Context: an optimization exercise on an open-source flow, tuned for small area. The choices shown serve that exercise and are no tape-out recipe.
Only simulation tests tie the RTL to the original design; equivalence was not proved.

## flow/design.v (module list and top-level ports; edited modules follow where they fit)
// module point_store: 57 lines
// module ring_array: 39 lines
// module pair_scheduler: 68 lines
// module area_pipeline: 618 lines
// module fa_cell: 10 lines
// module ha_cell: 9 lines
// module rect_top: 54 lines
module rect_top #(
    parameter int  MAX_POINTS = 64,
    localparam int IDX_W      = $clog2(MAX_POINTS)
) (
    input  logic                         clk,
    input  logic                         rst,
    input  logic                         load_en,
    input  logic [IDX_W-1:0]             load_addr,
    input  logic [rect_pkg::coord_w-1:0] load_x,
    input  logic [rect_pkg::coord_w-1:0] load_y,
    input  logic [IDX_W:0]               num_points,
    input  logic                         start,
    output logic [rect_pkg::area_w-1:0]  max_area,
    output logic                         done
);
  // ...
==> flow/flow/run.sh <==
#!/bin/bash
# The standard layout (standard.sh), with two changes to how it is made:
#  - clock tree synthesis without dummy loads at the leaves and with leaf
#    clusters of up to 25 registers within 100 um (CTS_ARGS);
#  - the port buffers are the smallest buffer, buf_1 (BUFFER_PORTS_ARGS).
# standard.sh's own output goes to standard.log here; each ORFS step keeps
# its full log under orfs/logs/.
set -euo pipefail
export CTS_ARGS="-sink_clustering_enable -repair_clock_nets -dont_use_dummy_load -sink_clustering_size 25 -sink_clustering_max_diameter 100"
export BUFFER_PORTS_ARGS="-buffer_cell sky130_fd_sc_hd__buf_1"
bash standard.sh > standard.log 2>&1
==> flow/standard.sh <==
#!/bin/bash
# synth_recipe.tcl (not shown) runs the flow's synth.tcl, then flattens the netlist and writes it again
# the make line also repeats each setting of config.mk as NAME=value (left out here)
make -C /OpenROAD-flow-scripts/flow DESIGN_CONFIG=/design/flow/config.mk WORK_HOME=/design/flow/orfs CLKGATE_MAP_FILE= SYNTH_SCRIPT=/design/flow/synth_recipe.tcl "${@:-finish}"
==> flow/config.mk <==
export PLATFORM = sky130hd
export DESIGN_NAME = rect_top
export DESIGN_NICKNAME = rect_top
export VERILOG_FILES = /design/flow/design.v
export SDC_FILE = /design/flow/constraint.sdc
export NUM_CORES = 4
export LEC_CHECK = 0
export CAP_MARGIN = 20
export CELL_PAD_IN_SITES_DETAIL_PLACEMENT = 1
export CELL_PAD_IN_SITES_GLOBAL_PLACEMENT = 1
export CORE_MARGIN = 2
export CORE_UTILIZATION = 50
export PLACE_DENSITY = 0.65
export SLEW_MARGIN = 20
export SYNTH_HIERARCHICAL = 1
==> flow/constraint.sdc <==
create_clock -name core_clock -period 10.0 [get_ports {clk}]
set_input_delay 2.0000 -clock core_clock [delete_from_list [all_inputs] [get_ports {clk}]]
set_output_delay 2.0000 -clock core_clock [all_outputs]
set_load 0.01 [all_outputs]
==> metrics.yaml, run 1 <==
rsz0062_at_grt: "false"
place_ws_ps: 762.2
crit_family: "adder cells"
reg2reg_depth: 24
relSlewSlack_pct: 22.13
synth_top_family_by_area: "compound AO/OA/AOI/OAI gates"
status: "timing/DRC/antenna clean"
path_clk_slew_ps: 100
dp.cells: 6897
tightest_slew_ps: 1164
insertion_delay_ps: 770
register_area_um2: 44780
initial_core_util_pct: 50.39
setup_tns_ps: 0
fmax_ghz: 0.1085
dieArea_um2: 145700
cp_common_cell: "fa_1"
design.seq.count: 2213
grt_pass1_vias: 49673
seq_area_share_pct: 58.43
critPathMaxStageDelay_ps: 970
yosysWarnings: 14
port_buffers: 82
synth-edff-count: 47
placed_area_um2: 74040
worst-path-max-fanout: 31
vias_per_cell: 7.049
clk_share_pct: 3.331
multi_input_area_share_pct: 32.12
area_growth_pct: 7.404
timing.final.ws_setup_ps: 779.5
grt.total_usage_pct: 35.90
rows: 138
buffer_area_share_pct: 2.219
antenna_found_initial: 22
cts_root_buf: "clkbuf_16"
final_cell_mix: "2,164 x dfxtp_1, 1,024 x a222oi_1, 305 x nand2_1"
first_iter_violations: 10654
hold_buffers: 0
drv_cap: 0
==> module point_store, before the edit <==
module point_store (
    input  logic        clk,
    input  logic        rst,
    input  logic        load_en,
    input  logic [5:0]  load_addr,
    input  logic [31:0] load_point,
    input  logic [1:0]  rd_bank,
    output logic [3:0]  phase,
    output logic [31:0] rd_point
);
    logic [3:0]          phase_q;
    logic [31:0]         wdata_q;     
    logic                late_q;      
    logic [5:0]          laddr_q;     
    logic [3:0]          lslot_q;     
    logic [3:0]          slot_now;    
    logic                now_even;
    logic                same;        
    logic                en_now;
    logic [31:0]         late_data;
    logic [31:0]         now_sel;     
    logic [31:0]         late_sel;
    logic [31:0]         keep;
    always_ff @(posedge clk) begin
        if (rst) phase_q <= 4'd0;
        else     phase_q <= phase_q + 4'd1;
    end
    assign slot_now = load_addr[3:0] - phase_q - 4'd1;
    assign now_even = !slot_now[0];
    assign same      = load_en && late_q && (load_addr == laddr_q);
    assign en_now    = load_en && now_even && !same;
    assign late_data = same ? load_point : wdata_q;
    always_ff @(posedge clk) begin
        wdata_q <= load_point;
        laddr_q <= load_addr;
        lslot_q <= slot_now - 4'd1;
        late_q  <= load_en && !now_even;
    end
    always_comb begin
        for (int k = 0; k < 32; k++) begin
            now_sel[k]  = en_now && (load_addr[5:4] == 2'(k / 8)) && (slot_now[3:1] == 3'(k % 8));
            late_sel[k] = late_q && (laddr_q[5:4] == 2'(k / 8)) && (lslot_q[3:1] == 3'(k % 8));
            keep[k]     = !(now_sel[k] || late_sel[k]);
        end
    end
    ring_array u_ring (
        .clk      (clk),
        .keep     (keep),
        .now_sel  (now_sel),
        .late_sel (late_sel),
        .now_data (load_point),
        .late_data(late_data),
        .rd_bank  (rd_bank),
        .rd_point (rd_point)
    );
    assign phase = phase_q;
endmodule
==> run 2: changes to the inputs <==
--- a/flow/design.v
+++ b/flow/design.v
@@ -28,12 +28,12 @@
     logic [31:0]         wdata_q;     
     logic                late_q;      
     logic [5:0]          laddr_q;     
-    logic [3:0]          lslot_q;     
+    logic [2:0]          lrow_q;      
     logic [3:0]          slot_now;    
     logic                now_even;
     logic                same;        
     logic                en_now;
-    logic [31:0]         late_data;
+    logic                en_late;
     logic [31:0]         now_sel;     
     logic [31:0]         late_sel;
     logic [31:0]         keep;
@@ -43,19 +43,19 @@
     end
     assign slot_now = load_addr[3:0] - phase_q - 4'd1;
     assign now_even = !slot_now[0];
-    assign same      = load_en && late_q && (load_addr == laddr_q);
-    assign en_now    = load_en && now_even && !same;
-    assign late_data = same ? load_point : wdata_q;
+    assign same    = load_en && late_q && (load_addr == laddr_q);
+    assign en_now  = load_en && now_even;
+    assign en_late = late_q && !same;
     always_ff @(posedge clk) begin
         wdata_q <= load_point;
         laddr_q <= load_addr;
-        lslot_q <= slot_now - 4'd1;
+        lrow_q  <= slot_now[3:1];
         late_q  <= load_en && !now_even;
     end
     always_comb begin
         for (int k = 0; k < 32; k++) begin
             now_sel[k]  = en_now && (load_addr[5:4] == 2'(k / 8)) && (slot_now[3:1] == 3'(k % 8));
-            late_sel[k] = late_q && (laddr_q[5:4] == 2'(k / 8)) && (lslot_q[3:1] == 3'(k % 8));
+            late_sel[k] = en_late && (laddr_q[5:4] == 2'(k / 8)) && (lrow_q == 3'(k % 8));
             keep[k]     = !(now_sel[k] || late_sel[k]);
         end
     end
@@ -65,7 +65,7 @@
         .now_sel  (now_sel),
         .late_sel (late_sel),
         .now_data (load_point),
-        .late_data(late_data),
+        .late_data(wdata_q),
         .rd_bank  (rd_bank),
         .rd_point (rd_point)
     );
==> metrics.yaml, run 2 <==
final_nets: 5503  # was 5,531
synth-edff-count: 47  # unchanged
required_ps: 10570  # was 10,580 ps
layout_commonest_cell: "dfxtp_1"  # unchanged
overflow: 0  # unchanged
fmax_ghz: 0.1074  # was 0.1085 GHz
final_cell_mix: "2,164 x dfxtp_1, 1,024 x a222oi_1, 313 x nand2_1"  # was 2,164 x dfxtp_1, 1,024 x a222oi_1, 305 x nand2_1
post-cts-setup-buffer-count: 0  # unchanged
clockBufferDepth: 3  # unchanged
synthMuxAreaShare_pct: 1.505  # was 2.150%
initial_core_util_pct: 50.25  # was 50.39%
hold_buffers: 0  # unchanged
dieArea_um2: 145000  # was 145,700 µm²
drv_cap: 0  # unchanged
yosysMostFrequentCell: "dfxtp_1"  # unchanged
numCtsBuffers: 100  # was 102
routed_wl_um: 277000  # was 268,800 µm
worst-path-max-fanout: 29  # was 31
layout-drive-gt1-share_pct: 8.717  # was 9.513%
hp-start: "u_store.u_ring.ring_q[1358]$_DFF_P_"  # was u_store.u_ring.ring_q[589]$_DFF_P_
whs_ps: 247.7  # was 293.3 ps
clock-sinks: 2213  # unchanged
yosysTopAreaCell: "dfxtp_1"  # unchanged
top_layer_used: "met5"  # unchanged
critical_path_class: "flop to flop"  # unchanged
r2r-end: "u_pipe.max_q[0]$_SDFFE_PP0P_"  # was u_pipe.max_q[28]$_SDFFE_PP0P_
synth_compound_area_share_pct: 16.64  # was 16.40%
end_kind: "flop"  # unchanged
startpoint_type: "flop"  # unchanged
synth_fa_ha_area_share_pct: 9.632  # was 9.599%
nFillCells: 13754  # was 13,715
status: "timing/DRC/antenna clean"  # unchanged
yosysWarnings: 14  # unchanged
cts_tree: "built"  # unchanged
wl_per_cell_um: 39.71  # was 38.36 µm
cts_htree_levels: 3  # unchanged
grt.total_usage_pct: 36.94  # was 35.90%
netlist.area_leader.share_pct: 61.09  # was 60.77%
antenna_found_initial: 16  # was 22
cts_root_buf: "clkbuf_16"  # unchanged
tightest_slew_ps: 1101  # was 1164 ps
ys_seq_area_share_pct: 63.08  # was 62.75%
insertion_delay_ps: 770  # about the same
worstHoldPathCells: 0  # unchanged
min_delay_worst_endpoint: "u_store.u_ring.ring_q[1326]$_DFF_P_"  # was u_store.u_ring.ring_q[557]$_DFF_P_
grt_pass1_wl_um: 379900  # was 373,700 µm
rows: 138  # unchanged
drt-met1-wl_um: 105000  # was 101,600 µm
reg2reg_slack_ps: 690  # was 780 ps
ys_types: 92  # was 85
period_needed_ps: 9314  # was 9221 ps
hold_viol: 0  # unchanged
cp_common_cell: "fa_1"  # unchanged
cpMaxStageDelayCell: "xnor2_1"  # was xnor2_2
port_buffers: 82  # unchanged
syn_inst: 5260  # was 5,281
core_area_um2: 141200  # was 141,600 µm²
grt_pass1_vias: 49071  # was 49,673
slew_violations: 0  # unchanged
synth_seq_cells: 2213  # unchanged
syn_area_per_cell_um2: 13.49  # was 13.51 µm²
largest-register: "u_store.u_ring.ring_q"  # unchanged
rsz0062_at_grt: "false"  # unchanged
min_path_type: "flop to flop"  # unchanged
finalSetupViolations: 0  # unchanged
crit_path_cell_trace: "xnor2_1 > nand2_1 > fa_1 > fa_1 > fa_1 > fa_1 > fa_1 > fa_1 > ha_1 > a21oi_1 > a21oi_1 > o21ai_0 > a32o_1 > or4_4 > and3_1 > ha_1 > nand4_1 > nor4_1 > nor4b_1 > o311a_1 > buf_4 > mux2i_1 > nor2_1"  # was xnor2_2 > nand2_1 > fa_1 > fa_1 > fa_1 > fa_1 > fa_1 > fa_1 > ha_1 > nand4_1 > nor3_1 > o211ai_2 > a21oi_1 > o221ai_1 > xor2_1 > ha_1 > nand4_1 > nor3_1 > a221oi_1 > o21ai_0 > o311a_1 > inv_2 > a31oi_1 > a211oi_1
relSlewSlack_pct: 26.33  # was 22.13%
wl_met2_um: 119900  # was 119,800 µm
setup_tns_ps: 0  # unchanged
synth_top_family_by_area: "compound AO/OA/AOI/OAI gates"  # unchanged
synthSimpleGateAreaFrac_pct: 3.566  # was 3.474%
critPathMaxStageDelay_ps: 870  # was 970 ps
vias_per_cell: 7.079  # was 7.049
largest_reg_flops: 2048  # unchanged
finalClockSkew_ps: 90.48  # was 113.8 ps
ys_async_sr_fraction_pct: 0  # unchanged
first_iter_violations: 11234  # was 10,654
synthTopCellsByCount: "2,166 x dfxtp_1, 1,024 x a222oi_1, 396 x clkbuf_1, 313 x nand2_1, 294 x fa_1"  # was 2,166 x dfxtp_1, 1,024 x a222oi_1, 401 x clkbuf_1, 305 x nand2_1, 294 x fa_1
timing.final.crit_share_pct: 93.14  # was 92.21%
cp.arrival_ps: 9880  # was 9800 ps
post_cts_resized: 0  # unchanged
path_buf_inv: 1  # unchanged
syn_area_um2: 70980  # was 71,350 µm²
vias: 49380  # was 49,397
grt_max_degree: 34  # unchanged
synth_xor_area_share_pct: 1.061  # was 1.093%
antenna_left: 0  # unchanged
crit_family: "adder cells"  # unchanged
pin_count: 84  # unchanged
dpl.hpwl_um: 145100  # was 147,300 µm
drc_errors: 0  # unchanged
synth-main-ff-cell: "dfxtp_1"  # unchanged
synth.area.top_cells: "dfxtp_1 61%, a222oi_1 14%, fa_1 8.3%"  # was dfxtp_1 61%, a222oi_1 14%, fa_1 8.2%
gp_congestion: 0.8904  # was 0.8333
reg.largest.list: "u_store.u_ring.ring_q x2048, u_pipe.max_q x33, u_store.wdata_q x32"  # unchanged
area_growth_pct: 6.863  # was 7.404%
rr_startpoint: "u_pipe.cx_q$_DFF_P_"  # unchanged
reg2reg_depth: 23  # was 24
fp.dieW_um: 380.8  # was 381.8 µm
path_clk_slew_ps: 100  # about the same
firstDrtPassIters: 11  # was 13
wl_met3_um: 36400  # was 31,140 µm
die_y_um: 380.8  # was 381.8 µm
## run 2: cell types whose count changed after synthesis, sizes merged, moves of 4 or more
cell     change
inv          +4
nand2        +8
a22oi       +12
nor3        +42
a2111oi      +4
nor4        -33
nand3        +6
a2bb2oi     +20
a41oi       -32
mux2        -32
buf         -12
## run 2: how the worst max path moves through the flow
stage	start	end	slack (ps)	cells after the start
5_1_grt	u_pipe.cx_q$_DFF_P_	u_pipe.max_q[6]$_SDFFE_PP0P_	200	25
3_5_place_dp	u_pipe.cx_q$_DFF_P_	u_pipe.max_q[0]$_SDFFE_PP0P_	740	23
3_3_place_gp	u_pipe.cx_q$_DFF_P_	u_pipe.max_q[0]$_SDFFE_PP0P_	1050	23
2_1_floorplan	u_pipe.cx_q$_DFF_P_	u_pipe.max_q[17]$_SDFFE_PP0P_	1820	29
6_report	u_pipe.cx_q$_DFF_P_	u_pipe.max_q[0]$_SDFFE_PP0P_	690	23
4_1_cts	u_pipe.cx_q$_DFF_P_	u_pipe.max_q[0]$_SDFFE_PP0P_	700	23
## run 2: cells by family after synthesis
| family | after synthesis |
|---|---|
| flops | 2213 |
| fa+ha+maj | 370 |
| other cells | 2 |
| buf+inv | 723 |
| simple gates | 570 |
| compound gates | 1230 |
| xor+xnor | 86 |
| mux | 66 |
## run 2: per-stage QoR
step	util, %	setup slack (ps)	instances	area, µm²
after global routing	53.70	203.2	6973	75840
final	53.70	685.9	6976	75850
after detailed placement	51.92	736.6	6872	73340
after global placement	51.91	1046	6871	73320
after floorplan	-	1822	5291	71090
after CTS	53.69	695.4	6972	75840
## run 2: cell type report
| cell class | instances | area, µm² | area share, % |
|---|---|---|---|
| flip-flops and latches | 2213 | 44780 | 59.03 |
| multi-input cells | 2355 | 24000 | 31.64 |
| clock buffers | 100 | 2502 | 3.299 |
| well taps | 1890 | 2365 | 3.118 |
| repair buffers | 249 | 1574 | 2.075 |
| inverters | 165 | 621.8 | 0.8198 |
| diodes | 4 | 10.01 | 0.01320 |
## run 2: layer usage
layer	vias to the layer above	global-route usage, %
met1	25288	48.54
met3	768	11.42
li1	19580	-
met4	4	18.30
met5	-	0
met2	3740	55.27
## run 2: Yosys stat by module (local to each module, per instance), a selection
module,cells inside,flops+latches
point_store,250,46
area_pipeline,966,102
pair_scheduler,97,17
ring_array,3655,2048
fa_cell,1,0
==> run 3: changes to the inputs <==
--- a/flow/config.mk
+++ b/flow/config.mk
@@ -9,7 +9,7 @@
 export CELL_PAD_IN_SITES_DETAIL_PLACEMENT = 1
 export CELL_PAD_IN_SITES_GLOBAL_PLACEMENT = 1
 export CORE_MARGIN = 2
-export CORE_UTILIZATION = 50
-export PLACE_DENSITY = 0.65
+export CORE_UTILIZATION = 58
+export PLACE_DENSITY = 0.72
 export SLEW_MARGIN = 20
 export SYNTH_HIERARCHICAL = 1
==> metrics.yaml, run 3 <==
nFillCells: 11281  # was 13,754
cts_root_buf: "clkbuf_16"  # unchanged
grt.total_usage_pct: 42.26  # was 36.94%
drv_cap: 0  # unchanged
first_iter_violations: 12131  # was 11,234
synthTopCellsByCount: "2,166 x dfxtp_1, 1,024 x a222oi_1, 396 x clkbuf_1, 313 x nand2_1, 294 x fa_1"  # unchanged
relSlewSlack_pct: 24.12  # was 26.33%
finalSetupViolations: 0  # unchanged
hold_buffers: 0  # unchanged
drc_errors: 0  # unchanged
ys_async_sr_fraction_pct: 0  # unchanged
critPathMaxStageDelay_ps: 750  # was 870 ps
tightest_slew_ps: 1135  # was 1101 ps
placed_area_um2: 72970  # was 73,340 µm²
min_path_type: "flop to flop"  # unchanged
synth-edff-count: 47  # unchanged
layout_commonest_cell: "dfxtp_1"  # unchanged
timing.final.crit_share_pct: 94.10  # was 93.14%
syn_inst: 5260  # unchanged
path_clk_slew_ps: 100  # about the same
cp_common_cell: "fa_1"  # unchanged
yosysWarnings: 14  # unchanged
insertion_delay_ps: 800  # was 770 ps
end_kind: "flop"  # unchanged
gp_congestion: 0.9317  # was 0.8904
post-cts-setup-buffer-count: 0  # unchanged
largest-register: "u_store.u_ring.ring_q"  # unchanged
synth.area.top_cells: "dfxtp_1 61%, a222oi_1 14%, fa_1 8.3%"  # unchanged
ys_types: 92  # unchanged
dpl.hpwl_um: 140800  # was 145,100 µm
final_cell_mix: "2,164 x dfxtp_1, 1,024 x a222oi_1, 313 x nand2_1"  # unchanged
place_ws_ps: 693.9  # was 736.6 ps
rr_startpoint: "u_pipe.cx_q$_DFF_P_"  # unchanged
yosysTopAreaCell: "dfxtp_1"  # unchanged
finalClockSkew_ps: 103.9  # was 90.48 ps
synth_seq_cells: 2213  # unchanged
clockBufferDepth: 3  # unchanged
netlist.area_leader.share_pct: 61.09  # unchanged
use_met2_pct: 60.04  # was 55.27%
critical_path_class: "flop to flop"  # unchanged
syn_area_per_cell_um2: 13.49  # unchanged
dieArea_um2: 125200  # was 145,000 µm²
syn_area_um2: 70980  # unchanged
use_met3_pct: 15.44  # was 11.42%
synth-main-ff-cell: "dfxtp_1"  # unchanged
vias_per_cell: 7.506  # was 7.079
cp.arrival_ps: 9980  # was 9880 ps
hold_viol: 0  # unchanged
rsz0062_at_grt: "false"  # unchanged
timing.final.ws_setup_ps: 590.3  # was 685.9 ps
firstDrtPassIters: 12  # was 11
top_usage_layer: "met2"  # unchanged
fp.dieW_um: 353.8  # was 380.8 µm
cpMaxStageDelayCell: "dfxtp_2"  # was xnor2_1
die_y_um: 353.8  # was 380.8 µm
pin_count: 84  # unchanged
fin_area_um2: 75500  # was 75,850 µm²
grt_pass1_vias: 50491  # was 49,071
clock-sinks: 2213  # unchanged
post_cts_resized: 0  # unchanged
yosysMostFrequentCell: "dfxtp_1"  # unchanged
reg.largest.list: "u_store.u_ring.ring_q x2048, u_pipe.max_q x33, u_store.wdata_q x32"  # unchanged
numCtsBuffers: 99  # was 100
final_nets: 5501  # was 5,503
grt_use_met1_pct: 55.56  # was 48.54%
status: "timing/DRC/antenna clean"  # unchanged
antenna_found_initial: 14  # was 16
core_area_um2: 121600  # was 141,200 µm²
hp-start: "u_store.u_ring.ring_q[1230]$_DFF_P_"  # was u_store.u_ring.ring_q[1358]$_DFF_P_
antenna_left: 0  # unchanged
worst-path-max-fanout: 21  # was 29
layout-drive-gt1-share_pct: 8.661  # was 8.717%
grt_pass1_wl_um: 375800  # was 379,900 µm
ys_seq_area_share_pct: 63.08  # unchanged
routed_wl_um: 272000  # was 277,000 µm
cts_htree_levels: 3  # unchanged
wl_per_cell_um: 40.52  # was 39.71 µm
period_needed_ps: 9410  # was 9314 ps
rows: 128  # was 138
setup_tns_ps: 0  # unchanged
area_growth_pct: 6.366  # was 6.863%
worstSetupStartpoint: "u_pipe.cx_q$_DFF_P_"  # unchanged
cts_tree: "built"  # unchanged
overflow: 0  # unchanged
fmax_ghz: 0.1063  # was 0.1074 GHz
vias: 50393  # was 49,380
port_buffers: 82  # unchanged
initial_core_util_pct: 58.39  # was 50.25%
slew_violations: 0  # unchanged
largest_reg_flops: 2048  # unchanged
startpoint_type: "flop"  # unchanged
grt_max_degree: 34  # unchanged
required_ps: 10570  # about the same
-- run 3: path summary, 6_finish.rpt --
kind                                                            end  slack [ps]  cells after the start
worst min register to register  u_store.u_ring.ring_q[1198]$_DFF_P_         240                      0
worst max-delay path                   u_pipe.max_q[4]$_SDFFE_PP0P_         590                     25
worst min-delay path            u_store.u_ring.ring_q[1198]$_DFF_P_         240                      0
worst max register to register         u_pipe.max_q[4]$_SDFFE_PP0P_         590                     25
-- run 3: critical path, delay by kind of cell, from the launching register on --
kind / cells / cell delay [ps]
compound gates: 5 / 1520
fa+ha+maj: 8 / 3670
flops: 1 / 750
buf+inv: 2 / 810
simple gates: 9 / 2130
xor+xnor: 1 / 350
-- run 3: final cells by class --
cell class | instances | area (µm²) | area share, %
clock buffer | 99 | 2477 | 3.281
timing repair buffer | 248 | 1567 | 2.075
multi-input combinational | 2355 | 24000 | 31.79
inverter | 165 | 621.8 | 0.8237
tap | 1625 | 2033 | 2.693
sequential | 2213 | 44780 | 59.31
antenna | 9 | 22.52 | 0.02983
-- run 3: logic make-up after synthesis --
family                   count (synthesis)  synth area share, %
flip-flops                            2213                63.08
AO/OA/AOI/OAI                         1230                16.64
other                                    2              0.01058
AND/OR/NAND/NOR                        570                3.566
multiplexers                            66                1.505
adder cells (fa/ha/maj)                370                9.632
buffers and inverters                  723                4.507
XOR/XNOR                                86                1.061
-- run 3: stage by stage --
step / util (%) / cells / hold WS (ps)
final: 62.11 / 6714 / 238.3
after global routing: 62.09 / 6706 / 256.8
after CTS: 62.07 / 6704 / 239.2
after detailed placement: 60.03 / 6605 / 313.2
after global placement: 60.03 / 6605 / 309.6
after floorplan: - / 5291 / 309.6
-- run 3: metal layers --
metal,routed length (µm),part of all wire (%),vias up
met2,113900,42,4350
met1,99220,36,25530
met4,17350,6.4,12
li1,-,-,19564
met5,106,0.039,-
met3,41460,15,937
-- run 3: per-module statistics from Yosys (local to each module, per instance), a selection --
module | copies in the design | area [µm²]
fa_cell | 292 | 20.02
point_store | 1 | 2235
pair_scheduler | 1 | 1042
area_pipeline | 1 | 7426
ring_array | 1 | 54430
==> run 4: changes to the inputs <==
==> flow/flow/run.sh (replaced) <==
#!/bin/bash
# The standard layout (standard.sh), with two changes to how it is made:
#  - clock tree synthesis without dummy loads at the leaves and with leaf
#    clusters of up to 28 registers within 100 um (CTS_ARGS);
#  - the port buffers are the smallest buffer, buf_1 (BUFFER_PORTS_ARGS).
# standard.sh's own output goes to standard.log here; each ORFS step keeps
# its full log under orfs/logs/.
set -euo pipefail
export CTS_ARGS="-sink_clustering_enable -repair_clock_nets -dont_use_dummy_load -sink_clustering_size 28 -sink_clustering_max_diameter 100"
export BUFFER_PORTS_ARGS="-buffer_cell sky130_fd_sc_hd__buf_1"
bash standard.sh > standard.log 2>&1
--- a/flow/config.mk
+++ b/flow/config.mk
@@ -9,7 +9,7 @@
 export CELL_PAD_IN_SITES_DETAIL_PLACEMENT = 1
 export CELL_PAD_IN_SITES_GLOBAL_PLACEMENT = 1
 export CORE_MARGIN = 2
-export CORE_UTILIZATION = 58
-export PLACE_DENSITY = 0.72
+export CORE_UTILIZATION = 50
+export PLACE_DENSITY = 0.65
 export SLEW_MARGIN = 20
 export SYNTH_HIERARCHICAL = 1
==> metrics.yaml, run 4 <==
reg2reg_slack_ps: 690  # was 590 ps
startpoint_type: "flop"  # unchanged
critical_path_class: "flop to flop"  # unchanged
finalClockSkew_ps: 60.80  # was 103.9 ps
slew_violations: 0  # unchanged
post-route-util_pct: 53.53  # was 62.11%
numCtsBuffers: 90  # was 99
insertion_delay_ps: 750  # was 800 ps
required_ps: 10590  # was 10,570 ps
grt_pass1_vias: 49066  # was 50,491
reg2reg_depth: 24  # was 25
reg.largest.list: "u_store.u_ring.ring_q x2048, u_pipe.max_q x33, u_store.wdata_q x32"  # unchanged
port_buffers: 82  # unchanged
end_kind: "flop"  # unchanged
antenna_found_initial: 18  # was 14
setup_tns_ps: 0  # unchanged
worst-path-max-fanout: 29  # was 21
period_needed_ps: 9305  # was 9410 ps
largest-register: "u_store.u_ring.ring_q"  # unchanged
wl_per_cell_um: 39.75  # was 40.52 µm
critPathMaxStageDelay_ps: 970  # was 750 ps
rsz0062_at_grt: "false"  # unchanged
cp_common_cell: "fa_1"  # unchanged
synth_seq_cells: 2213  # unchanged
post-cts-setup-buffer-count: 0  # unchanged
grt.total_usage_pct: 36.98  # was 42.26%
rows: 138  # was 128
rr_startpoint: "u_pipe.cx_q$_DFF_P_"  # unchanged
post_cts_resized: 0  # unchanged
synth-edff-count: 47  # unchanged
yosysWarnings: 14  # unchanged
syn_area_um2: 70980  # unchanged
cts_tree: "built"  # unchanged
fmax_ghz: 0.1075  # was 0.1063 GHz
ys_async_sr_fraction_pct: 0  # unchanged
grt_max_degree: 34  # unchanged
nFillCells: 13745  # was 11,281
gp_congestion: 0.8904  # was 0.9317
ys_types: 92  # unchanged
drv_cap: 0  # unchanged
grt_pass1_wl_um: 380500  # was 375,800 µm
yosysTopAreaCell: "dfxtp_1"  # unchanged
fp.dieW_um: 380.8  # was 353.8 µm
crit_path_cell_trace: "xnor2_2 > nand2_1 > fa_1 > fa_1 > fa_1 > fa_1 > fa_1 > fa_1 > ha_1 > a21oi_2 > nor2_1 > nor2_1 > and3_1 > nor3b_1 > o2111ai_1 > and3_1 > ha_1 > nand4_1 > nor4_1 > nor4b_1 > o311a_1 > buf_4 > mux2i_1 > nor2_1"
ys_seq_area_share_pct: 63.08  # unchanged
dieArea_um2: 145000  # was 125,200 µm²
antenna_left: 0  # unchanged
hp-start: "u_store.u_ring.ring_q[1358]$_DFF_P_"  # was u_store.u_ring.ring_q[1230]$_DFF_P_
cp.arrival_ps: 9900  # was 9980 ps
yosysMostFrequentCell: "dfxtp_1"  # unchanged
vias_per_cell: 7.109  # was 7.506
relSlewSlack_pct: 27.29  # was 24.12%
synthTopCellsByCount: "2,166 x dfxtp_1, 1,024 x a222oi_1, 396 x clkbuf_1, 313 x nand2_1, 294 x fa_1"  # unchanged
area_growth_pct: 6.517  # was 6.366%
core_area_um2: 141200  # was 121,600 µm²
largest_reg_flops: 2048  # unchanged
hold_viol: 0  # unchanged
vias: 49535  # was 50,393
synth.area.top_cells: "dfxtp_1 61%, a222oi_1 14%, fa_1 8.3%"  # unchanged
min_path_type: "flop to flop"  # unchanged
syn_inst: 5260  # unchanged
worstHoldPathCells: 0  # unchanged
timing.final.crit_share_pct: 93.05  # was 94.10%
drc_errors: 0  # unchanged
clock-sinks: 2213  # unchanged
routed_wl_um: 277000  # was 272,000 µm
final_nets: 5493  # was 5,501
r2r-end: "u_pipe.max_q[0]$_SDFFE_PP0P_"  # was u_pipe.max_q[4]$_SDFFE_PP0P_
finalSetupViolations: 0  # unchanged
cts_root_buf: "clkbuf_16"  # unchanged
min_delay_worst_endpoint: "u_store.u_ring.ring_q[1326]$_DFF_P_"  # was u_store.u_ring.ring_q[1198]$_DFF_P_
initial_core_util_pct: 50.25  # was 58.39%
cts_htree_levels: 3  # unchanged
netlist.area_leader.share_pct: 61.09  # unchanged
first_iter_violations: 11649  # was 12,131
path_clk_slew_ps: 100  # about the same
layout-drive-gt1-share_pct: 8.537  # was 8.661%
status: "timing/DRC/antenna clean"  # unchanged
firstDrtPassIters: 14  # was 12
clockBufferDepth: 3  # unchanged
overflow: 0  # unchanged
synth-main-ff-cell: "dfxtp_1"  # unchanged
die_y_um: 380.8  # was 353.8 µm
final_cell_mix: "2,164 x dfxtp_1, 1,024 x a222oi_1, 313 x nand2_1"  # unchanged
pin_count: 84  # unchanged
tightest_slew_ps: 1091  # was 1135 ps
syn_area_per_cell_um2: 13.49  # unchanged
dpl.hpwl_um: 145100  # was 140,800 µm
hold_buffers: 0  # unchanged
layout_commonest_cell: "dfxtp_1"  # unchanged
cpMaxStageDelayCell: "xnor2_2"  # was dfxtp_2
run 4: cell counts after synthesis:
Identical to the previous run, type by type.
run 4: worst max path at each step:
stage | startpoint | end | cells past startpoint
floorplan | u_pipe.cx_q$_DFF_P_ | u_pipe.max_q[17]$_SDFFE_PP0P_ | 29
global placement | u_pipe.cx_q$_DFF_P_ | u_pipe.max_q[0]$_SDFFE_PP0P_ | 23
detailed placement | u_pipe.cx_q$_DFF_P_ | u_pipe.max_q[0]$_SDFFE_PP0P_ | 23
CTS | u_pipe.cx_q$_DFF_P_ | u_pipe.max_q[0]$_SDFFE_PP0P_ | 23
global route | u_pipe.cx_q$_DFF_P_ | u_pipe.max_q[6]$_SDFFE_PP0P_ | 25
finish | u_pipe.cx_q$_DFF_P_ | u_pipe.max_q[0]$_SDFFE_PP0P_ | 24
run 4: kinds of logic after synthesis:
logic type	synth area share, %
DFF	63.08
AOI/OAI and AO/OA	16.64
buffers and inverters	4.507
and+or+nand+nor	3.566
adders and majority gates	9.632
xor gates and xnor gates	1.061
muxes	1.505
other	0.01058
run 4: critical path, delay by kind of cell, from the launching register on:
kind            cells  cell delay (ps)
compound gates      3              930
simple gates       10             2310
buf+inv             1              380
flops               1              630
fa+ha+maj           8             3690
mux                 1              240
xor+xnor            1              970
run 4: metrics by stage:
step                worst slack [ps]  cell area, µm²  hold WS [ps]  cells
floorplan                       1822           71090         309.6   5291
global placement                1046           73320         309.6   6871
detailed placement             736.6           73340         313.2   6872
CTS                            706.3           75590         276.2   6962
global route                   222.6           75590         285.8   6963
finish                         694.6           75600         280.3   6968
run 4: metal layers:
layer  share of wire, %  track usage [%]
met5              0.019                0
met4                5.9            19.02
met3                 13            11.23
met2                 43            54.86
met1                 38            48.87
run 4: final cells by class:
class	instances	area, µm²	area share (%)
Timing Repair Buffer	249	1574	2.082
Clock buffer	90	2252	2.979
Inverter	165	621.8	0.8225
Sequential cell	2213	44780	59.22
Multi-Input combinational cell	2355	24000	31.75
Antenna cell	6	15.01	0.01986
Tap cell	1890	2365	3.128
run 4: modules after synthesis (local to each module, per instance), a selection:
module / flops+latches / cells / times used / area [µm²]
ring_array: 2048 / 3655 / 1 / 54430
area_pipeline: 102 / 966 / 1 / 7426
pair_scheduler: 17 / 97 / 1 / 1042
fa_cell: 0 / 1 / 292 / 20.02
point_store: 46 / 250 / 1 / 2235
==> module ring_array, before the edit <==
module ring_array (
    input  logic        clk,
    input  logic [31:0] keep,
    input  logic [31:0] now_sel,
    input  logic [31:0] late_sel,
    input  logic [31:0] now_data,
    input  logic [31:0] late_data,
    input  logic [1:0]  rd_bank,
    output logic [31:0] rd_point
);
    logic [63:0][31:0] ring_q;      
    for (genvar b = 0; b < 4; b++) begin : g_bank
        for (genvar s = 0; s < 16; s++) begin : g_slot
            localparam int K = b * 16 + s;
            localparam int N = b * 16 + (s + 1) % 16;
            if (s % 2 == 1) begin : g_pass
                always_ff @(posedge clk) ring_q[K] <= ring_q[N];
            end else begin : g_write
                localparam int R = b * 8 + s / 2;
                localparam bit POL = (s % 4 == 2);
                logic [31:0] dn_n, dl_n;
                assign dn_n = POL ? now_data  : ~now_data;
                assign dl_n = POL ? late_data : ~late_data;
                always_ff @(posedge clk)
                    ring_q[K] <= ~(({32{keep[R]}} & ring_q[N])
                                 | ({32{now_sel[R]}} & dn_n)
                                 | ({32{late_sel[R]}} & dl_n));
            end
        end
    end
    always_comb begin
        case (rd_bank)
            2'd0:    rd_point = ring_q[0];
            2'd1:    rd_point = ring_q[16];
            2'd2:    rd_point = ring_q[32];
            default: rd_point = ring_q[48];
        endcase
    end
endmodule
==> run 5: changes to the inputs <==
--- a/flow/design.v
+++ b/flow/design.v
@@ -24,48 +24,26 @@
     output logic [3:0]  phase,
     output logic [31:0] rd_point
 );
-    logic [3:0]          phase_q;
-    logic [31:0]         wdata_q;     
-    logic                late_q;      
-    logic [5:0]          laddr_q;     
-    logic [2:0]          lrow_q;      
-    logic [3:0]          slot_now;    
-    logic                now_even;
-    logic                same;        
-    logic                en_now;
-    logic                en_late;
-    logic [31:0]         now_sel;     
-    logic [31:0]         late_sel;
-    logic [31:0]         keep;
+    logic [3:0]  phase_q;
+    logic [3:0]  wslot;      
+    logic [63:0] sel;        
+    logic [63:0] keep;
     always_ff @(posedge clk) begin
         if (rst) phase_q <= 4'd0;
         else     phase_q <= phase_q + 4'd1;
     end
-    assign slot_now = load_addr[3:0] - phase_q - 4'd1;
-    assign now_even = !slot_now[0];
-    assign same    = load_en && late_q && (load_addr == laddr_q);
-    assign en_now  = load_en && now_even;
-    assign en_late = late_q && !same;
-    always_ff @(posedge clk) begin
-        wdata_q <= load_point;
-        laddr_q <= load_addr;
-        lrow_q  <= slot_now[3:1];
-        late_q  <= load_en && !now_even;
-    end
+    assign wslot = load_addr[3:0] - phase_q - 4'd1;
     always_comb begin
-        for (int k = 0; k < 32; k++) begin
-            now_sel[k]  = en_now && (load_addr[5:4] == 2'(k / 8)) && (slot_now[3:1] == 3'(k % 8));
-            late_sel[k] = en_late && (laddr_q[5:4] == 2'(k / 8)) && (lrow_q == 3'(k % 8));
-            keep[k]     = !(now_sel[k] || late_sel[k]);
+        for (int k = 0; k < 64; k++) begin
+            sel[k]  = load_en && (load_addr[5:4] == 2'(k / 16)) && (wslot == 4'(k % 16));
+            keep[k] = !sel[k];
         end
     end
     ring_array u_ring (
         .clk      (clk),
         .keep     (keep),
-        .now_sel  (now_sel),
-        .late_sel (late_sel),
-        .now_data (load_point),
-        .late_data(wdata_q),
+        .sel      (sel),
+        .data     (load_point),
         .rd_bank  (rd_bank),
         .rd_point (rd_point)
     );
@@ -73,11 +51,9 @@
 endmodule
 module ring_array (
     input  logic        clk,
-    input  logic [31:0] keep,
-    input  logic [31:0] now_sel,
-    input  logic [31:0] late_sel,
-    input  logic [31:0] now_data,
-    input  logic [31:0] late_data,
+    input  logic [63:0] keep,
+    input  logic [63:0] sel,
+    input  logic [31:0] data,
     input  logic [1:0]  rd_bank,
     output logic [31:0] rd_point
 );
@@ -86,19 +62,10 @@
         for (genvar s = 0; s < 16; s++) begin : g_slot
             localparam int K = b * 16 + s;
             localparam int N = b * 16 + (s + 1) % 16;
-            if (s % 2 == 1) begin : g_pass
-                always_ff @(posedge clk) ring_q[K] <= ring_q[N];
-            end else begin : g_write
-                localparam int R = b * 8 + s / 2;
-                localparam bit POL = (s % 4 == 2);
-                logic [31:0] dn_n, dl_n;
-                assign dn_n = POL ? now_data  : ~now_data;
-                assign dl_n = POL ? late_data : ~late_data;
-                always_ff @(posedge clk)
-                    ring_q[K] <= ~(({32{keep[R]}} & ring_q[N])
-                                 | ({32{now_sel[R]}} & dn_n)
-                                 | ({32{late_sel[R]}} & dl_n));
-            end
+            logic [31:0] d_n;
+            assign d_n = (s % 2 == 1) ? data : ~data;
+            always_ff @(posedge clk)
+                ring_q[K] <= ~(({32{keep[K]}} | d_n) & ({32{sel[K]}} | ring_q[N]));
         end
     end
     always_comb begin
==> flow/flow/run.sh (replaced) <==
#!/bin/bash
# The standard layout (standard.sh), with two changes to how it is made:
#  - clock tree synthesis without dummy loads at the leaves and with leaf
#    clusters of up to 25 registers within 100 um (CTS_ARGS);
#  - the port buffers are the smallest buffer, buf_1 (BUFFER_PORTS_ARGS).
# standard.sh's own output goes to standard.log here; each ORFS step keeps
# its full log under orfs/logs/.
set -euo pipefail
export CTS_ARGS="-sink_clustering_enable -repair_clock_nets -dont_use_dummy_load -sink_clustering_size 25 -sink_clustering_max_diameter 100"
export BUFFER_PORTS_ARGS="-buffer_cell sky130_fd_sc_hd__buf_1"
bash standard.sh > standard.log 2>&1
==> flow/config.mk (replaced) <==
export PLATFORM = sky130hd
export DESIGN_NAME = rect_top
export DESIGN_NICKNAME = rect_top
export VERILOG_FILES = /design/flow/design.v
export SDC_FILE = /design/flow/constraint.sdc
export NUM_CORES = 4
export LEC_CHECK = 0
export CAP_MARGIN = 20
export CORE_MARGIN = 2
export CORE_UTILIZATION = 55
export PLACE_DENSITY = 0.65
export SLEW_MARGIN = 20
export SYNTH_HIERARCHICAL = 1
==> metrics.yaml, run 5 <==
status: "timing/DRC/antenna clean"  # unchanged
whs_ps: 347.8  # was 280.3 ps
clockBufferDepth: 3  # unchanged
grt_pass1_wl_um: 367100  # was 380,500 µm
grt_max_degree: 53  # was 34
placed_area_um2: 75240  # was 73,340 µm²
post-route-util_pct: 59.12  # was 53.53%
end_kind: "flop"  # unchanged
numCtsBuffers: 99  # was 90
syn_area_per_cell_um2: 11.45  # was 13.49 µm²
ys_async_sr_fraction_pct: 0  # unchanged
final_nets: 6541  # was 5,493
grt.total_usage_pct: 36.91  # was 36.98%
worst-path-max-fanout: 29  # unchanged
largest-register: "u_store.u_ring.ring_q"  # unchanged
ys_types: 86  # was 92
cp.arrival_ps: 9810  # was 9900 ps
post_cts_resized: 0  # unchanged
finalNonFillerCells: 7883  # was 6,968
timing.final.crit_share_pct: 92.72  # was 93.05%
yosysTopAreaCell: "dfxtp_1"  # unchanged
hold_viol: 0  # unchanged
period_needed_ps: 9272  # was 9305 ps
area_growth_pct: 6.507  # was 6.517%
cts_htree_levels: 3  # unchanged
relSlewSlack_pct: 13.76  # was 27.29%
fin_area_um2: 77820  # was 75,600 µm²
slew_violations: 0  # unchanged
setup_tns_ps: 0  # unchanged
finalSetupViolations: 0  # unchanged
tightest_slew_ps: 1289  # was 1091 ps
crit_family: "adder cells"  # unchanged
netlist.area_leader.share_pct: 58.19  # was 61.09%
startpoint_type: "flop"  # unchanged
drv_cap: 0  # unchanged
syn_area_um2: 73070  # was 70,980 µm²
wl_per_cell_um: 32.55  # was 39.75 µm
final_cell_mix: "2,122 x dfxtp_1, 2,051 x o22ai_1, 303 x nand2_1"  # was 2,164 x dfxtp_1, 1,024 x a222oi_1, 313 x nand2_1
cpMaxStageDelayCell: "xnor2_1"  # was xnor2_2
dp.cells: 7771  # was 6,872
antenna_left: 0  # unchanged
post-cts-setup-buffer-count: 0  # unchanged
firstDrtPassIters: 7  # was 14
pin_count: 84  # unchanged
synth_seq_cells: 2171  # was 2,213
finalClockSkew_ps: 108.5  # was 60.80 ps
dpl.hpwl_um: 153500  # was 145,100 µm
yosysMostFrequentCell: "dfxtp_1"  # unchanged
fmax_ghz: 0.1079  # was 0.1075 GHz
dieArea_um2: 135800  # was 145,000 µm²
fp.dieW_um: 368.5  # was 380.8 µm
synth-edff-count: 47  # unchanged
vias_per_cell: 6.864  # was 7.109
first_iter_violations: 7055  # was 11,649
path_buf_inv: 3  # was 1
port_buffers: 82  # unchanged
path_clk_slew_ps: 100  # about the same
synth.area.top_cells: "dfxtp_1 58%, o22ai_1 18%, fa_1 8.1%"  # was dfxtp_1 61%, a222oi_1 14%, fa_1 8.3%
nFillCells: 10987  # was 13,745
min_path_type: "flop to flop"  # unchanged
register_area_um2: 43930  # was 44,780 µm²
clock-sinks: 2171  # was 2,213
insertion_delay_ps: 800  # was 750 ps
layout-drive-gt1-share_pct: 9.118  # was 8.537%
cts_root_buf: "clkbuf_16"  # unchanged
drc_errors: 0  # unchanged
die_y_um: 368.5  # was 380.8 µm
layout_commonest_cell: "dfxtp_1"  # unchanged
vias: 54108  # was 49,535
routed_wl_um: 256600  # was 277,000 µm
antenna_found_initial: 22  # was 18
syn_inst: 6384  # was 5,260
core_area_um2: 131600  # was 141,200 µm²
required_ps: 10540  # was 10,590 ps
overflow: 0  # unchanged
reg.largest.list: "u_store.u_ring.ring_q x2048, u_pipe.max_q x33"  # was u_store.u_ring.ring_q x2048, u_pipe.max_q x33, u_store.wdata_q x32
gp_congestion: 1.011  # was 0.8904
critical_path_class: "flop to flop"  # unchanged
cp_common_cell: "fa_1"  # unchanged
rsz0062_at_grt: "false"  # unchanged
initial_core_util_pct: 55.51  # was 50.25%
synth-main-ff-cell: "dfxtp_1"  # unchanged
hold_buffers: 0  # unchanged
ys_seq_area_share_pct: 60.12  # was 63.08%
cts_tree: "built"  # unchanged
rows: 133  # was 138
critPathMaxStageDelay_ps: 950  # was 970 ps
grt_pass1_vias: 51514  # was 49,066
multiInputGateArea_um2: 26430  # was 24,000 µm²
synthTopCellsByCount: "2,124 x dfxtp_1, 2,051 x o22ai_1, 564 x clkbuf_1, 303 x nand2_1, 294 x fa_1"  # was 2,166 x dfxtp_1, 1,024 x a222oi_1, 396 x clkbuf_1, 313 x nand2_1, 294 x fa_1
yosysWarnings: 14  # unchanged
largest_reg_flops: 2048  # unchanged
## run 5: final timing paths
path	start	cells past startpoint	end	slack, ps
setup / recovery	u_pipe.cy_q$_DFF_P_	25	u_pipe.max_q[18]$_SDFFE_PP0P_	730
hold / removal	u_store.u_ring.ring_q[1523]$_DFF_P_	1	u_store.u_ring.ring_q[1491]$_DFF_P_	350
setup reg to reg	u_pipe.cy_q$_DFF_P_	25	u_pipe.max_q[18]$_SDFFE_PP0P_	730
hold reg to reg	u_store.u_ring.ring_q[1523]$_DFF_P_	1	u_store.u_ring.ring_q[1491]$_DFF_P_	350
## run 5: stage by stage
| step | worst slack, ps |
|---|---|
| after detailed placement | 778.2 |
| after global placement | 1022 |
| after CTS | 727.3 |
| after global routing | 235.9 |
| after floorplan | 1822 |
| final | 728.0 |
## run 5: per-module statistics from Yosys, one instance, submodules excluded, excerpt
module / flip-flops and latches / times used
pair_scheduler: 17 / 1
point_store: 4 / 1
ring_array: 2048 / 1
area_pipeline: 102 / 1
fa_cell: 0 / 292
## run 5: layout make-up
type	instances	share of cell area [%]
Sequential cell	2171	56.45
Multi-Input combinational cell	3402	33.96
Clock buffer	99	3.183
Timing Repair Buffer	320	2.931
Tap cell	1755	2.822
Inverter	128	0.6206
Antenna cell	8	0.02572
## run 5: cell families after synthesis
kind of cell	Yosys count	synth area share, %
compound gates	2283	19.75
mux	66	1.462
fa+ha+maj	370	9.356
buf+inv	842	4.757
other cells	2	0.01028
xor+xnor	80	0.9589
flops	2171	60.12
simple gates	570	3.586
## run 5: routing by layer
| metal | vias up | global-route usage (%) | routed length [µm] |
|---|---|---|---|
| met3 | 696 | 9.333 | 28210 |
| met2 | 3284 | 54.45 | 109700 |
| met5 | - | 0 | 56 |
| met1 | 27190 | 50.34 | 102900 |
| met4 | 8 | 18.92 | 15800 |
| li1 | 22930 | - | - |

## afterwards: timing with drivers on the ports
Ports are ideal in the flow. The routed layouts listed here were re-timed in OpenROAD.
Step 1 assumes that a clkbuf_16 drives the clock port and a buf_2 every other input.
Step 2 also shifts input and output timing later by t, the mid clock arrival at the registers, as if the neighbouring blocks saw the same clock.
a / b / c = no drivers / after step 1 / after step 2; a / b = the first two.
run | t (ns) | setup slack, ns | clock arrival spread, ns | slew at the worst register clock pin (ns) | pins driven straight from the clock port
run 1 | 0.793 | 0.779 / 0.779 / 0.779 | 0.155 / 0.154 | 0.10 / 0.10 | 1
run 2 | 0.807 | 0.686 / 0.686 / 0.686 | 0.095 / 0.095 | 0.10 / 0.10 | 1
run 3 | 0.821 | 0.590 / 0.590 / 0.590 | 0.123 / 0.123 | 0.10 / 0.10 | 1
run 4 | 0.806 | 0.695 / 0.695 / 0.695 | 0.072 / 0.072 | 0.12 / 0.12 | 1
run 5 | 0.800 | 0.728 / 0.728 / 0.728 | 0.147 / 0.146 | 0.10 / 0.10 | 1
After both steps every run listed still meets setup and hold.
